From an optimization exercise on the open Yosys and OpenROAD flow, aimed at small area, a short achievable clock period and few clock cycles per item; shortcuts taken in it are not production practice.
No functional check of the RTL was part of this run.

[design/flow/config.mk]
export PLATFORM = sky130hd
export DESIGN_NAME = aes_inv_core
export DESIGN_NICKNAME = aes_inv_core
export VERILOG_FILES = /design/flow/design.v
export SDC_FILE = /design/flow/constraint.sdc
export NUM_CORES = 4
export LEC_CHECK = 0
export CAP_MARGIN = 20
export CORE_MARGIN = 2
export CORE_UTILIZATION = 35
export SLEW_MARGIN = 20
[design/flow/constraint.sdc]
create_clock -name core_clock -period 10.0 [get_ports {sclk}]
set_input_delay 2.0000 -clock core_clock [delete_from_list [all_inputs] [get_ports {sclk}]]
set_output_delay 2.0000 -clock core_clock [all_outputs]
set_load 0.01 [all_outputs]
[design/flow/design.v]
package aes_pkg;
  typedef logic [127:0] block_t;
  typedef logic [31:0]  word_t;
  typedef enum logic [1:0] {IDLE, KEXP, DEC} fsm_t;
  localparam logic [3:0] ROUND_END  = 4'd11;
  localparam logic [3:0] KEXP_STEPS = 4'd10;
  function automatic logic [7:0] rcon(input logic [3:0] i);
    case (i)
      4'd1: rcon = 8'h01; 4'd2: rcon = 8'h02; 4'd3: rcon = 8'h04; 4'd4: rcon = 8'h08; 4'd5: rcon = 8'h10;
      4'd6: rcon = 8'h20; 4'd7: rcon = 8'h40; 4'd8: rcon = 8'h80; 4'd9: rcon = 8'h1b; 4'd10: rcon = 8'h36;
      default: rcon = 8'h00;
    endcase
  endfunction
  function automatic logic [7:0] inv_mix_coef(input logic [1:0] i);
    case (i)
      2'd0: inv_mix_coef = 8'h0e; 2'd1: inv_mix_coef = 8'h0b; 2'd2: inv_mix_coef = 8'h0d; default: inv_mix_coef = 8'h09;
    endcase
  endfunction
  function automatic logic [3:0] gf16_mul(input logic [3:0] a, input logic [3:0] b);
    logic [6:0] p;
    p = 7'd0;
    for (int i = 0; i < 4; i++)
      if (b[i]) p = p ^ (7'(a) << i);
    if (p[6]) p = p ^ 7'h4c;
    if (p[5]) p = p ^ 7'h26;
    if (p[4]) p = p ^ 7'h13;
    gf16_mul = p[3:0];
  endfunction
  function automatic logic [3:0] gf16_inv(input logic [3:0] a);
    case (a)
      4'h0: gf16_inv = 4'h0;
      4'h1: gf16_inv = 4'h1;
      4'h2: gf16_inv = 4'h9;
      4'h3: gf16_inv = 4'he;
      4'h4: gf16_inv = 4'hd;
      4'h5: gf16_inv = 4'hb;
      4'h6: gf16_inv = 4'h7;
      4'h7: gf16_inv = 4'h6;
      4'h8: gf16_inv = 4'hf;
      4'h9: gf16_inv = 4'h2;
      4'ha: gf16_inv = 4'hc;
      4'hb: gf16_inv = 4'h5;
      4'hc: gf16_inv = 4'ha;
      4'hd: gf16_inv = 4'h4;
      4'he: gf16_inv = 4'h3;
      4'hf: gf16_inv = 4'h8;
      default: gf16_inv = 4'h0;
    endcase
  endfunction
  function automatic logic [7:0] gf256t_inv(input logic [7:0] t);
    logic [3:0] h, l, d, di;
    h  = t[7:4];
    l  = t[3:0];
    d  = gf16_mul(gf16_mul(h, h), 4'd8) ^ gf16_mul(h, l) ^ gf16_mul(l, l);
    di = gf16_inv(d);
    gf256t_inv = {gf16_mul(h, di), gf16_mul(h ^ l, di)};
  endfunction
  function automatic logic [7:0] sbox(input logic [7:0] a);
    logic [7:0] t;
    logic [7:0] u;
    t = {a[5] ^ a[7], a[2] ^ a[3] ^ a[5] ^ a[7], a[1] ^ a[4] ^ a[6] ^ a[7], a[4] ^ a[5] ^ a[6], a[3] ^ a[4], a[2] ^ a[3] ^ a[4] ^ a[5] ^ a[6] ^ a[7], a[2], a[0] ^ a[5] ^ a[7]};
    u = gf256t_inv(t);
    sbox = {u[1] ^ u[2], u[4] ^ u[6] ^ u[7] ^ 1'b1, u[1] ^ u[2] ^ u[3] ^ u[5] ^ u[6] ^ u[7] ^ 1'b1, u[0] ^ u[1] ^ u[3] ^ u[4] ^ u[5], u[0] ^ u[2] ^ u[5], u[0] ^ u[3] ^ u[5] ^ u[6], u[0] ^ u[1] ^ u[2] ^ u[3] ^ u[4] ^ u[5] ^ 1'b1, u[0] ^ u[2] ^ u[6] ^ 1'b1};
  endfunction
  function automatic logic [7:0] inv_sbox(input logic [7:0] a);
    logic [7:0] t;
    logic [7:0] u;
    t = {a[1] ^ a[2] ^ a[6] ^ a[7], a[0] ^ a[4] ^ a[5] ^ a[6] ^ 1'b1, a[3] ^ a[4] ^ a[5] ^ a[6], a[0] ^ a[1] ^ a[2] ^ a[4] ^ a[5] ^ a[6] ^ a[7], a[0] ^ a[1] ^ a[2] ^ a[3] ^ a[5] ^ a[6], a[1] ^ a[4] ^ 1'b1, a[1] ^ a[4] ^ a[7] ^ 1'b1, a[1] ^ a[5] ^ a[6] ^ 1'b1};
    u = gf256t_inv(t);
    inv_sbox = {u[2] ^ u[4] ^ u[6] ^ u[7], u[1] ^ u[2] ^ u[3] ^ u[7], u[2] ^ u[4] ^ u[6], u[1] ^ u[3] ^ u[6] ^ u[7], u[1] ^ u[6] ^ u[7], u[1], u[4] ^ u[5] ^ u[7], u[0] ^ u[7]};
  endfunction
  function automatic logic [7:0] xtime(input logic [7:0] a);
    xtime = {a[6:0], 1'b0} ^ (a[7] ? 8'h1b : 8'h00);
  endfunction
  function automatic logic [7:0] gmul(input logic [7:0] a, input logic [7:0] b);
    logic [7:0] p;
    logic [7:0] x;
    p = 8'h00;
    x = a;
    for (int i = 0; i < 8; i++) begin
      if (b[i]) p = p ^ x;
      x = xtime(x);
    end
    gmul = p;
  endfunction
  function automatic word_t sub_rot_word(input word_t w);
    sub_rot_word = {sbox(w[23:16]), sbox(w[15:8]), sbox(w[7:0]), sbox(w[31:24])};
  endfunction
endpackage
module aes_inv_keys
(
  input  logic       sclk,
  input  logic       srst,
  input  logic       load,
  input  logic       fwd_step,
  input  logic       bwd_step,
  input  logic [3:0] rc_idx,
  input  aes_pkg::block_t     key,
  output aes_pkg::block_t     rk,
  output logic       hit
);
  aes_pkg::word_t      w0, w1, w2, w3;
  aes_pkg::word_t      fw0, fw1, fw2, fw3;
  aes_pkg::word_t      bw0, bw1, bw2, bw3;
  aes_pkg::block_t     rk_fwd;
  aes_pkg::block_t     rk_bwd;
  aes_pkg::block_t     rk_load;
  logic [7:0] rc;
  assign hit     = 1'b0;
  assign rk_load = key;
  always_comb begin
    rc = (rc_idx >= 4'd1 && rc_idx <= 4'd10) ? aes_pkg::rcon(rc_idx) : 8'h00;
    {w0, w1, w2, w3} = rk;
    fw0 = w0 ^ aes_pkg::sub_rot_word(w3) ^ {rc, 24'h000000};
    fw1 = w1 ^ fw0;
    fw2 = w2 ^ fw1;
    fw3 = w3 ^ fw2;
    bw3 = w3 ^ w2;
    bw2 = w2 ^ w1;
    bw1 = w1 ^ w0;
    bw0 = w0 ^ aes_pkg::sub_rot_word(bw3) ^ {rc, 24'h000000};
    rk_fwd = {fw0, fw1, fw2, fw3};
    rk_bwd = {bw0, bw1, bw2, bw3};
  end
  always_ff @(posedge sclk) begin
    if (srst)
      rk <= '0;
    else if (load)
      rk <= rk_load;
    else if (fwd_step)
      rk <= rk_fwd;
    else if (bwd_step)
      rk <= rk_bwd;
  end
endmodule
module aes_inv_core
(
  input  logic         sclk,
  input  logic         srst,
  input  logic         en,
  input  logic [127:0] text,
  input  logic [127:0] key,
  output logic         busy,
  output logic         valid,
  output logic [127:0] val
);
  aes_pkg::fsm_t       fsm;
  aes_pkg::block_t     st;
  logic [3:0] cnt;
  aes_pkg::block_t     rk;
  logic       hit;
  logic       load;
  logic       fwd_step;
  logic       bwd_step;
  logic [3:0] rc_idx;
  aes_pkg::block_t     sr;
  aes_pkg::block_t     ark;
  aes_pkg::block_t     mix;
  assign load     = (fsm == aes_pkg::IDLE) && en;
  assign fwd_step = (fsm == aes_pkg::KEXP);
  assign bwd_step = (fsm == aes_pkg::DEC) && (cnt < aes_pkg::ROUND_END);
  assign rc_idx   = (fsm == aes_pkg::KEXP) ? cnt + 4'd1 : aes_pkg::ROUND_END - cnt;
  aes_inv_keys u_keys (
    .sclk     (sclk),
    .srst     (srst),
    .load     (load),
    .fwd_step (fwd_step),
    .bwd_step (bwd_step),
    .rc_idx   (rc_idx),
    .key      (key),
    .rk       (rk),
    .hit      (hit)
  );
  assign val = st;
  always_comb begin
    mix = '0;
    for (int c = 0; c < 4; c++)
      for (int r = 0; r < 4; r++)
        sr[127 - 8*(r + 4*c) -: 8] = st[127 - 8*(r + 4*((c - r + 4) % 4)) -: 8];
    for (int i = 0; i < 16; i++)
      ark[127 - 8*i -: 8] = aes_pkg::inv_sbox(sr[127 - 8*i -: 8]) ^ rk[127 - 8*i -: 8];
    for (int c = 0; c < 4; c++)
      for (int r = 0; r < 4; r++)
        for (int k = 0; k < 4; k++)
          mix[127 - 8*(r + 4*c) -: 8] = mix[127 - 8*(r + 4*c) -: 8]
                                        ^ aes_pkg::gmul(ark[127 - 8*(4*c + k) -: 8], aes_pkg::inv_mix_coef(2'((k - r + 4) % 4)));
  end
  always_ff @(posedge sclk) begin
    if (srst) begin
      fsm   <= aes_pkg::IDLE;
      cnt   <= 4'd0;
      st   <= '0;
      busy  <= 1'b0;
      valid <= 1'b0;
    end else begin
      valid <= 1'b0;
      case (fsm)
        aes_pkg::IDLE: begin
          if (en) begin
            st  <= text;
            busy <= 1'b1;
            cnt  <= hit ? 4'd1 : 4'd0;
            fsm  <= hit ? aes_pkg::DEC : aes_pkg::KEXP;
          end
        end
        aes_pkg::KEXP: begin
          if (cnt == aes_pkg::KEXP_STEPS - 4'd1) begin
            cnt <= 4'd1;
            fsm <= aes_pkg::DEC;
          end else begin
            cnt <= cnt + 4'd1;
          end
        end
        aes_pkg::DEC: begin
          cnt <= cnt + 4'd1;
          if (cnt == 4'd1) begin
            st <= st ^ rk;
          end else if (cnt == aes_pkg::ROUND_END) begin
            st   <= ark;
            cnt   <= 4'd0;
            fsm   <= aes_pkg::IDLE;
            busy  <= 1'b0;
            valid <= 1'b1;
          end else begin
            st <= mix;
          end
        end
        default: fsm <= aes_pkg::IDLE;
      endcase
    end
  end
endmodule
[design/flow/run.sh]
#!/bin/bash
# synth_recipe.tcl (not shown) runs the flow's synth.tcl, then flattens the netlist and writes it again
# the make line also repeats each setting of config.mk as NAME=value (left out here)
make -C /OpenROAD-flow-scripts/flow DESIGN_CONFIG=/design/flow/config.mk WORK_HOME=/design/flow/orfs CLKGATE_MAP_FILE= SYNTH_SCRIPT=/design/flow/synth_recipe.tcl finish
==> summary.md <==
| Metric | Value |
|---|---|
| Status | finished clean |
| Most common flop cell mapped by yosys | dfxtp_1 |
| Met1 Use GR | 0.386 |
| Min cycle time layout | 9180 ps |
| Syn Nets | 9316 |
| CTS tree | yes |
| CTS Hold Bufs | 0 |
| Routed Antenna Nets | 0 |
| Placement Cell Area | 0.0779 sq mm |
| Via count | 68500 |
| Worst slew pin tran | 1290 ps |
| Clock slew at reported path FFs | 60 ps |
| Yosys warns | 2 |
| Met2 Use GR | 0.477 |
| Headroom to the max-slew limit | 0.135 |
| Dominant cell type by area after synthesis | xnor2_1 |
| Async S/R FF share, synth | 0 |
| Mapped cell area | 0.0711 sq mm |
| DRT Wirelength | 338000 microns |
| Critical path class | register to register |
| Setup TNS | 0 ps |
| Post-synthesis sequential area ratio | 0.0743 |
| RSZ-0062 raised after global routing | no |
| Synth unique cells | 113 |
| GRT met3 Usage | 0.0482 |
| Clock Sinks | 264 |
| Post-layout util | 0.393 |
| Final clock skew | 34.9 ps |
| Setup crit start | st[110] |
| Vias in the first global route | 63400 |
| #FFs+latches synth | 264 |
| Cts repair resizes | 0 |
| Fillers | 20300 |
| GR Overflow Total | 0 |
| Top cells by count, synth | xnor2_1, nand2_1, nor2_1, xor2_1, clkbuf_1 |
| Hold path start | u_keys.rk[108] |
| # setup viols final | 0 |
| Synth Instances | 8850 |
| Fin area | 0.0794 sq mm |
| Nets | 9373 |
| # DRC | 0 |
| Max clock buf depth | 3 |
| Max cap viols | 0 |
| CP Launch Type | register |
| Max H-tree Level | 2 |
| Top-count cell post-synth | xnor2_1 |
| Crit. End Element | register |
| CTS Buf Count | 40 |
| HPWL Detailed | 268000 microns |
| Fmax | 109 MHz |
| Busiest grt layer | met2 |
| Fin crit share | 0.918 |
| GRT Total Usage | 0.313 |
| Critical Path RT | 10560 ps |
| Top-Level Pins | 389 |
| Peak fanout along the critical path | 14 |
| First-pass GRT wire length | 472000 microns |
| Post-Syn Area per Cell | 8.03 sq um |
| Placer congestion estimate | 1.04 |
| Pin count of the biggest net entering global routing | 155 |
| Final Slew Violations | 0 |
| Initial antenna violation count | 23 |
| CTS Root Cell | clkbuf_16 |
| Area occupied by multi-input gates | 0.0623 sq mm |
| Drt pass-1 iters | 8 |
| Top-area cell type share of the netlist area | 0.204 |
| Critical Path AT | 9730 ps |
| Die Span Y | 455 microns |
| DIE WIDTH | 455 microns |
| Area occupied by registers | 0.00529 sq mm |
| Setup Buffers After CTS | 0 |
| Layout cells sized above 1 | 0.0726 |
| Synth top area cells | xnor2_1, xnor3_1, xor2_1 |
| Worst skew pair latency | 660 ps |
| Avg Vias per Cell | 5.89 |
| EDFF count, synth | 0 |
| DR WL/cell | 29.1 microns |
| Initial Util | 0.352 |
| PortBufs | 388 |
| Full die area | 0.207 sq mm |
| Hold_ws | 494 ps |
| FF-to-FF setup slack | 820 ps |
| Worst hold-check path type | register to register |
| FF-to-FF Start | st[110] |
| P&R area growth vs syn | 11.7% |
| Starting DRT DRC Count | 7341 |
| FP Rows | 165 |
| Hold Fails Final Rpt | 0 |
| Core area | 0.202 sq mm |
-- layout by cell type (no fill, tap or decap), drive strengths merged, types with 81 or more instances in the layout --
master            n
xnor2          1716
nand2           728
nor2            665
xor2            641
o21ai           433
a21oi           426
clkdlybuf4s50   387
xnor3           383
buf             267
inv             267
dfxtp           264
mux2i           226
nor3            208
ha              207
nand3           169
o211ai          133
a211oi          106
o22ai           102
and3             89
a22oi            81
xor3             81
-- cell type report --
| class | instances | area share |
|---|---|---|
| Inverter | 277 | 0.0131 |
| Sequential cell | 264 | 0.0666 |
| Tap cell | 2672 | 0.0421 |
| Multi-Input combinational cell | 7670 | 0.785 |
| Timing Repair Buffer | 654 | 0.0746 |
| Clock inverter | 22 | 0.00364 |
| Clock buffer | 50 | 0.0142 |
| Antenna cell | 11 | 0.000347 |
-- sequential cells by signal, summed over array words and instances (netlist names) --
register / count
st: 128
u_keys.rk: 128
cnt: 4
fsm: 2
busy: 1
valid: 1
-- worst max-delay path, stage by stage, from the launching register on --
cell,delay (ps)
dfxtp_1,680
xnor3_1,470
xnor2_1,680
o211ai_1,190
nand3_1,150
xor2_1,510
inv_1,160
xnor2_1,340
inv_1,150
ha_1,230
inv_1,60
mux2i_1,60
o32ai_1,230
o21ai_0,220
xor2_1,190
xor2_1,700
xnor2_1,430
xnor2_1,990
xor3_2,780
xnor2_1,560
xnor3_1,340
xnor2_1,510
a21oi_1,220
o21ai_0,210
-- metal layers --
metal,vias to the layer above,share of wire
met4,18,0.10
li1,31000,-
met2,3163,0.43
met3,802,0.070
met5,-,0.00034
met1,33500,0.40
-- path summary, 6_finish.rpt --
path	endpoint	depth (start not counted)
setup / recovery	st[47]	23
hold / removal	u_keys.rk[108]	2
setup reg to reg	st[47]	23
hold reg to reg	u_keys.rk[108]	2
-- through the flow --
step | setup slack (ps) | std cells
floorplan | 2900 | 8850
global placement | 1190 | 11500
detailed placement | 1170 | 11500
CTS | 1150 | 11600
global route | 383 | 11600
finish | 823 | 11600
-- logic make-up after synthesis --
group | share of synthesized area
flops | 0.0743
mux | 0.0471
xor+xnor | 0.449
compound gates | 0.184
buf+inv | 0.0513
fa+ha+maj | 0.0386
simple gates | 0.156

[what the ideal ports hide]
Ports are ideal in the flow. The routed layout listed here was re-timed in OpenROAD.
Step 1 assumes that a clkbuf_16 drives the clock port and a buf_2 every other input.
Step 2 moves the port delays by t, midway between the first and last clock arrival at a register: inputs arrive t later, outputs are due t later. That takes back most of the time a late clock gives input paths.
Slacks: no drivers / after step 1 / after step 2; pairs: no drivers / after step 1.
t (ns): 0.734
setup WS [ns]: 0.823 / 0.823 / 0.823
worst setup path at the end: register to register
latest minus earliest clock arrival (ns): 0.035 / 0.035
cell pins on the clock port's net: 1
After both steps this run still meets setup and hold. The setup slack of this run moves by 0.000 ns with the drivers and by 0.000 ns with both steps.
